What follows belongs to an exercise in optimizing a design on an open flow for small area; a production flow would make more cautious choices. The RTL was checked by simulation tests, not by an equivalence proof against the original design. No activity file was given, so power comes from the tool's default toggle rates.

Design matmul_controller, start of the top module:
module matmul_controller #(
  parameter int N    = 4,
  parameter int ROWS = 2,
  parameter int COLS = 2
) (
  input  logic                    clk,
  input  logic                    reset,
  input  logic                    job_valid,
  output logic                    job_ready,
  input  logic [31:0]             a_addr,
  input  logic [31:0]             b_addr,
  input  logic [31:0]             c_addr,
  input  logic [8:0]              matrix_len,
  output logic                    done,
  output logic [ROWS-1:0]         a_valid,
  input  logic [ROWS-1:0]         a_ready,
  output logic [ROWS*32-1:0]      a_strip_addr,
  output logic [ROWS*16-1:0]      a_repeats,
  output logic [8:0]              a_len,
  output logic [COLS-1:0]         b_valid,
  input  logic [COLS-1:0]         b_ready,
  output logic [COLS*32-1:0]      b_strip_addr,
  output logic [8:0]              b_len,
  output logic [ROWS*COLS-1:0]    c_valid,
  input  logic [ROWS*COLS-1:0]    c_ready,
  output logic [ROWS*COLS*32-1:0] c_tile_addr,
  input  logic [ROWS*COLS-1:0]    cpl_valid,
  output logic [ROWS*COLS-1:0]    cpl_ready
);
Size: about 300 flip-flops, ~19,000 um^2 of cells after synthesis.
export LEC_CHECK = 0
export CAP_MARGIN = 20
export CORE_MARGIN = 2
export CORE_UTILIZATION = 40
export PLACE_DENSITY = 0.6
export SLEW_MARGIN = 20
create_clock -name core_clock -period 6.5 [get_ports {clk}]
standard.sh (not shown) runs the stock make flow with config.mk's settings and CLKGATE_MAP_FILE= SYNTH_SCRIPT=/design/flow/synth_recipe.tcl, a recipe that flattens the netlist after the stock synthesis.
==> flow/flow/run.sh <==
#!/bin/bash
# Standard layout, with the smallest buffer on the ports and no dummy clock loads
set -euo pipefail
bash standard.sh "BUFFER_PORTS_ARGS=-buffer_cell sky130_fd_sc_hd__buf_1" \
  "CTS_ARGS=-sink_clustering_enable -repair_clock_nets -dont_use_dummy_load" \
  finish > standard_flow.log 2>&1
The first run finished with timing, DRC and antenna clean.
==> next run, changes <==
==> flow/flow/run.sh (replaced) <==
#!/bin/bash
# Standard layout, with the smallest buffer on the ports, small clock buffers and no dummy clock loads
set -euo pipefail
bash standard.sh "BUFFER_PORTS_ARGS=-buffer_cell sky130_fd_sc_hd__buf_1" \
  "CTS_ARGS=-sink_clustering_enable -repair_clock_nets -dont_use_dummy_load -buf_list sky130_fd_sc_hd__clkbuf_4" \
  finish > standard_flow.log 2>&1
Effect:
- synthesized area stays the same
- non-clock buffer count stays the same
- setup slack degrades by 0.27 ns
- power came out lower by 8.4%
- sequential share of layout area came out higher by 0.48 points
- clock power came out lower by 24%
- cell count came out higher by 1.8%
- die area stays the same
- routed wire length stays flat
==> next run, changes <==
==> flow/run.sh (new file) <==
#!/bin/bash
# synth_recipe.tcl (not shown) runs the flow's synth.tcl, then flattens the netlist and writes it again
# the make line also repeats each setting of config.mk as NAME=value (left out here)
make -C /OpenROAD-flow-scripts/flow DESIGN_CONFIG=/design/flow/config.mk WORK_HOME=/design/flow/orfs CLKGATE_MAP_FILE= SYNTH_SCRIPT=/design/flow/synth_recipe.tcl finish
removed: flow/flow/run.sh
removed: flow/standard.sh
Synthesized area is unchanged; power increases by about a fifth; sequential power hardly moves; wire length climbs by a few percent; final area went up by about a fifth; fmax rose by a few percent; non-clock buffer count fell by 1; cell count falls slightly; count of clock-buffer cells in the layout came out lower by 25; worst hold slack hardly moves.

* * *

Setup of pine:
Another version of the RTL of matmul_controller (not shown whole).
Size: about 440 I/O pins, roughly 14,000 um2 of cells after synthesis.
Settings: LEC_CHECK=0, CAP_MARGIN=10, CORE_MARGIN=2, CORE_UTILIZATION=60, PLACE_DENSITY=0.7, SLEW_MARGIN=10; clock period 6.5 ns.
==> flow/flow/run.sh <==
#!/bin/bash
# Standard synthesis, then its combinational logic remapped for area (registers kept as
# they are), then the standard layout with the smallest buffer on the ports and a
# clock tree of small buffers in large clusters, without dummy clock loads.
set -euo pipefail
W=$(pwd)
F=$W/flow
R=$W/orfs/results/$FLOW_PLATFORM/matmul_controller/base
LIB=$FLOW_HOME/platforms/$FLOW_PLATFORM/lib/sky130_fd_sc_hd__tt_025C_1v80.lib

bash standard.sh synth > $W/standard_synth.log 2>&1

cp $R/1_2_yosys.v $W/standard_1_2_yosys.v
KEEP=$(grep -oE "sky130_fd_sc_hd__[a-z0-9_]+" $W/standard_1_2_yosys.v | sort -u \
  | grep -E "__(s?e?df|dl|sdl|conb)" | tr '\n' ' ')
RESYN_LIB=$LIB RESYN_NET=$W/standard_1_2_yosys.v RESYN_KEEP="$KEEP" \
  RESYN_DONT_USE="$(cat $F/dont_use.txt)" RESYN_SCRIPT=$F/area.abc RESYN_OUT=$W/resyn.v \
  yosys -c $F/resyn.tcl > $W/resyn_yosys.log 2>&1
cp $W/resyn.v $R/1_2_yosys.v
rm -f $R/1_synth.odb $R/1_synth.sdc

bash standard.sh "BUFFER_PORTS_ARGS=-buffer_cell sky130_fd_sc_hd__buf_1" \
  "SKIP_REPAIR_TIE_FANOUT=1" \
  "CTS_ARGS=-sink_clustering_enable -repair_clock_nets -dont_use_dummy_load -buf_list sky130_fd_sc_hd__clkbuf_4 -sink_clustering_size 10 -sink_clustering_max_diameter 40" \
  finish > $W/standard_flow.log 2>&1
==> flow/flow/area.abc <==
strash
&get -n
&st
&deepsyn -T 60
&put
balance -l
resub -K 6 -l
rewrite -l
resub -K 6 -N 2 -l
refactor -l
resub -K 8 -l
balance -l
resub -K 8 -N 2 -l
rewrite -l
resub -K 10 -l
rewrite -z -l
resub -K 10 -N 2 -l
balance -l
resub -K 12 -l
refactor -z -l
resub -K 12 -N 2 -l
rewrite -z -l
balance -l
dch -f
amap
topo
Other scripts of this flow, unchanged in this note and not shown: flow/flow/dont_use.txt, flow/flow/resyn.tcl
pine finished end to end and its layout was clean on timing, DRC and antenna.
Changes in maple relative to pine:
diff --git a/flow/flow/area.abc b/flow/flow/area.abc
--- a/flow/flow/area.abc
+++ b/flow/flow/area.abc
@@ -1,2 +1,24 @@
+strash
+balance -l
+resub -K 6 -l
+rewrite -l
+resub -K 6 -N 2 -l
+refactor -l
+resub -K 8 -l
+balance -l
+resub -K 8 -N 2 -l
+rewrite -l
+resub -K 10 -l
+rewrite -z -l
+resub -K 10 -N 2 -l
+balance -l
+resub -K 12 -l
+refactor -z -l
+resub -K 12 -N 2 -l
+rewrite -z -l
+balance -l
+if -K 4 -a
+mfs2 -W 4
+lutpack
 strash
 &get -n
--- outcome ---
Per the comparison of maple with pine, cell area -0.47%, met1 capacity usage during global routing moved up, proportion of final cell area spent on non-clock buffers neither gained nor lost much.
Looking only at worst setup slack after layout, and setting everything else aside, the higher value of pine and maple goes to pine.
Going from pine to maple, routability congestion estimate from global placement now smaller, arrival time of data at the critical path endpoint now larger, flip-flop and latch share of the layout cell area now larger, clock buffer count from CTS now larger.

* * *

Setup of juniper:
Another version of the RTL of matmul_controller (not shown whole).
Size: about 440 I/O pins.
Design matmul_controller, start of the top module:
module matmul_controller #(
  parameter int N    = 4,
  parameter int ROWS = 2,
  parameter int COLS = 2
) (
  input  logic                    clk,
  input  logic                    reset,
  input  logic                    job_valid,
  output logic                    job_ready,
  input  logic [31:0]             a_addr,
  input  logic [31:0]             b_addr,
  input  logic [31:0]             c_addr,
  input  logic [8:0]              matrix_len,
  output logic                    done,
  output logic [ROWS-1:0]         a_valid,
  input  logic [ROWS-1:0]         a_ready,
  output logic [ROWS*32-1:0]      a_strip_addr,
  output logic [ROWS*16-1:0]      a_repeats,
  output logic [8:0]              a_len,
  output logic [COLS-1:0]         b_valid,
  input  logic [COLS-1:0]         b_ready,
  output logic [COLS*32-1:0]      b_strip_addr,
  output logic [8:0]              b_len,
  output logic [ROWS*COLS-1:0]    c_valid,
  input  logic [ROWS*COLS-1:0]    c_ready,
  output logic [ROWS*COLS*32-1:0] c_tile_addr,
  input  logic [ROWS*COLS-1:0]    cpl_valid,
  output logic [ROWS*COLS-1:0]    cpl_ready
);
clock: 6.5 ns
lec_check: 0
cap_margin: 20
core_margin: 2
core_utilization: 60
place_density: 0.7
slew_margin: 20
==> flow/flow/run.sh <==
#!/bin/bash
# Standard synthesis, then its combinational logic remapped for area (registers kept as
# they are), then the standard layout with the smallest buffer on the ports and a
# clock tree of small buffers in large clusters, without dummy clock loads.
set -euo pipefail
W=$(pwd)
F=$W/flow
R=$W/orfs/results/$FLOW_PLATFORM/matmul_controller/base
LIB=$FLOW_HOME/platforms/$FLOW_PLATFORM/lib/sky130_fd_sc_hd__tt_025C_1v80.lib

bash standard.sh synth > $W/standard_synth.log 2>&1

cp $R/1_2_yosys.v $W/standard_1_2_yosys.v
KEEP=$(grep -oE "sky130_fd_sc_hd__[a-z0-9_]+" $W/standard_1_2_yosys.v | sort -u \
  | grep -E "__(s?e?df|dl|sdl|conb)" | tr '\n' ' ')
RESYN_LIB=$LIB RESYN_NET=$W/standard_1_2_yosys.v RESYN_KEEP="$KEEP" \
  RESYN_DONT_USE="$(cat $F/dont_use.txt)" RESYN_SCRIPT=$F/area.abc RESYN_OUT=$W/resyn.v \
  yosys -c $F/resyn.tcl > $W/resyn_yosys.log 2>&1
cp $W/resyn.v $R/1_2_yosys.v
rm -f $R/1_synth.odb $R/1_synth.sdc

bash standard.sh "BUFFER_PORTS_ARGS=-buffer_cell sky130_fd_sc_hd__buf_1" \
  "CTS_ARGS=-sink_clustering_enable -repair_clock_nets -dont_use_dummy_load -buf_list sky130_fd_sc_hd__clkbuf_8 -sink_clustering_size 15 -sink_clustering_max_diameter 50" \
  finish > $W/standard_flow.log 2>&1
==> flow/flow/area.abc <==
strash
dc2
dch -f
amap
topo
Other scripts of this flow, unchanged in this note and not shown: flow/flow/dont_use.txt, flow/flow/resyn.tcl
Modified inputs, amber compared to juniper
-- flow/flow/run.sh --
<<< juniper, line 23
  "CTS_ARGS=-sink_clustering_enable -repair_clock_nets -dont_use_dummy_load -buf_list sky130_fd_sc_hd__clkbuf_8 -sink_clustering_size 15 -sink_clustering_max_diameter 50" \
>>> amber, line 23
  "SKIP_REPAIR_TIE_FANOUT=1" \
  "CTS_ARGS=-sink_clustering_enable -repair_clock_nets -dont_use_dummy_load -buf_list sky130_fd_sc_hd__clkbuf_4 -sink_clustering_size 10 -sink_clustering_max_diameter 40" \
==> flow/flow/area.abc <==
strash
&get -n
&st
&deepsyn -T 60
&put
balance -l
resub -K 6 -l
rewrite -l
resub -K 6 -N 2 -l
refactor -l
resub -K 8 -l
balance -l
resub -K 8 -N 2 -l
rewrite -l
resub -K 10 -l
rewrite -z -l
resub -K 10 -N 2 -l
balance -l
resub -K 12 -l
refactor -z -l
resub -K 12 -N 2 -l
rewrite -z -l
balance -l
dch -f
amap
topo
-- flow/config.mk --
<<< juniper, line 8
export CAP_MARGIN = 20
>>> amber, line 8
export CAP_MARGIN = 10
<<< juniper, line 11
>>> amber, line 11
export GPL_TIMING_DRIVEN = 0
<<< juniper, line 12
export SLEW_MARGIN = 20
>>> amber, line 13
export SLEW_MARGIN = 10
## What came out
- The sequential portion of the cell area on juniper is in line with that on amber.
- Portion of the clock cycle consumed by the worst path in the final layout (lower): juniper
- amber reports a higher total leakage power than juniper does.
Input changes introduced in pepper (baseline for comparison: amber):
-- flow/config.mk --
<<< amber, line 10
export CORE_UTILIZATION = 60
export GPL_TIMING_DRIVEN = 0
export PLACE_DENSITY = 0.7
>>> pepper, line 10
export CORE_UTILIZATION = 75
export PLACE_DENSITY = 0.8
## What came out
Per the comparison of pepper with amber, maximum clock skew at final layout lost 0.060 ns, number of cells on the worst reg-to-reg path lost about 4.7%, leakage power of the design lost 0.21 nW.
Measured against pepper, the number of clock buffers inserted by TritonCTS of amber comes out at 1.13 times the reference value.
Looking at wire length on met3 across amber and pepper, the one that comes out lower is amber.
pepper vs amber — share of the core filled with cells in the final layout rose 17 points.
pepper gives more met3 track demand over resource than amber did.
When pepper is set beside amber, its ratio of cells with drive above 1 in the final layout turns out to be 1.8 points smaller.
Comparing amber and pepper, the higher synthesis-to-finish area growth was measured on amber.
Modified inputs, tundra compared to pepper
-- flow/config.mk --
<<< pepper, line 10
export CORE_UTILIZATION = 75
export PLACE_DENSITY = 0.8
>>> tundra, line 10
export CORE_UTILIZATION = 60
export PLACE_DENSITY = 0.7
Results
Side by side, final cell count without fillers turned out higher in tundra than in pepper.
On sequential share of layout area, tundra tracks pepper almost exactly.
Between pepper and tundra, the flow reports first-pass GRT wire length decreasing by more than 10%.
| number of antenna repair diodes | lower: tundra |
Compared with pepper, the detailed router inserted fewer vias in tundra.
Changes observed in tundra relative to pepper: worst path setup slack after routing shows an increase of 0.11 ns, power shows a reduction of 0.97%.
Summary: final wirelength, tundra better than pepper
Comparing fmax for tundra and pepper, the smaller number came from pepper.
tundra and pepper ended up with nearly the same cell area.
Edits applied to the flow inputs when going from tundra to violet:
-- flow/config.mk --
<<< tundra, line 8
export CAP_MARGIN = 10
>>> violet, line 8
export CAP_MARGIN = 0
<<< tundra, line 12
export SLEW_MARGIN = 10
>>> violet, line 12
export SLEW_MARGIN = 0
[summary]
Reported for violet and tundra, die area turned out identical to the last digit.
Delta (violet minus tundra): number of hold buffers added after cts did not really move; average detailed-routed wire length per instance ~0 delta; clock latency on the worst-skew pair barely changed.
Comparing violet against tundra, there is no change at all in fraction of area in clock buffers and inverters.
Setup slack: tundra vs violet identical
Re number of buffers outside the clock class in the layout: no difference whatsoever between tundra and violet.
Count of clock buffers in the final design came out exactly the same in violet and tundra.
Reported for violet and tundra, worst-case setup slack after placement turned out identical to the last digit.
tundra -> violet: via count delta 0, exact match
Reported for violet and tundra, utilization of the core after routing turned out identical to the last digit.

==> what the ideal ports hide <==
In the flow no input, the clock included, has a driving cell. The finished layouts below were timed again as built, in two steps. Step 1 assumes that a clkbuf_16 drives the clock port and a buf_2 every other input. Step 2, shift: input delay + t, output delay - t, t = (earliest + latest rising clock arrival at the registers) / 2. This alone moves slack from input paths to output paths. Slacks: ideal / step 1 / step 2; pairs: ideal / step 1.
run	t (ns)	slack for setup (ns)	worst setup path at the end	slew at the worst register clock pin (ns)	worst slew at a driven data input, ns
the first run of note 1	0.593	1.270 / 1.241 / 1.270	register to register	0.06 / 0.06	0.13
the second run of note 1	0.838	0.998 / 0.945 / 1.247	register to register	0.07 / 0.07	0.12
the third run of note 1	0.601	1.271 / 1.215 / 0.993	input to register	0.06 / 0.06	0.13
pine	0.680	0.544 / 0.496 / 0.130	input to register	0.11 / 0.11	0.08
maple	0.712	0.360 / 0.313 / 0.026	input to register	0.12 / 0.12	0.09
juniper	0.635	0.621 / 0.621 / 0.621	register to register	0.09 / 0.09	0.07
amber	0.697	0.393 / 0.393 / 0.393	register to register	0.12 / 0.12	0.08
pepper	0.696	0.316 / 0.272 / 0.301	input to register	0.12 / 0.12	0.11
tundra	0.687	0.426 / 0.379 / 0.437	register to register	0.11 / 0.11	0.09
violet	0.687	0.426 / 0.379 / 0.437	register to register	0.11 / 0.11	0.09
After both steps every run listed still meets setup and hold. The setup slack of pine, which loses most, moves by -0.048 ns with the drivers and by -0.414 ns with both steps.
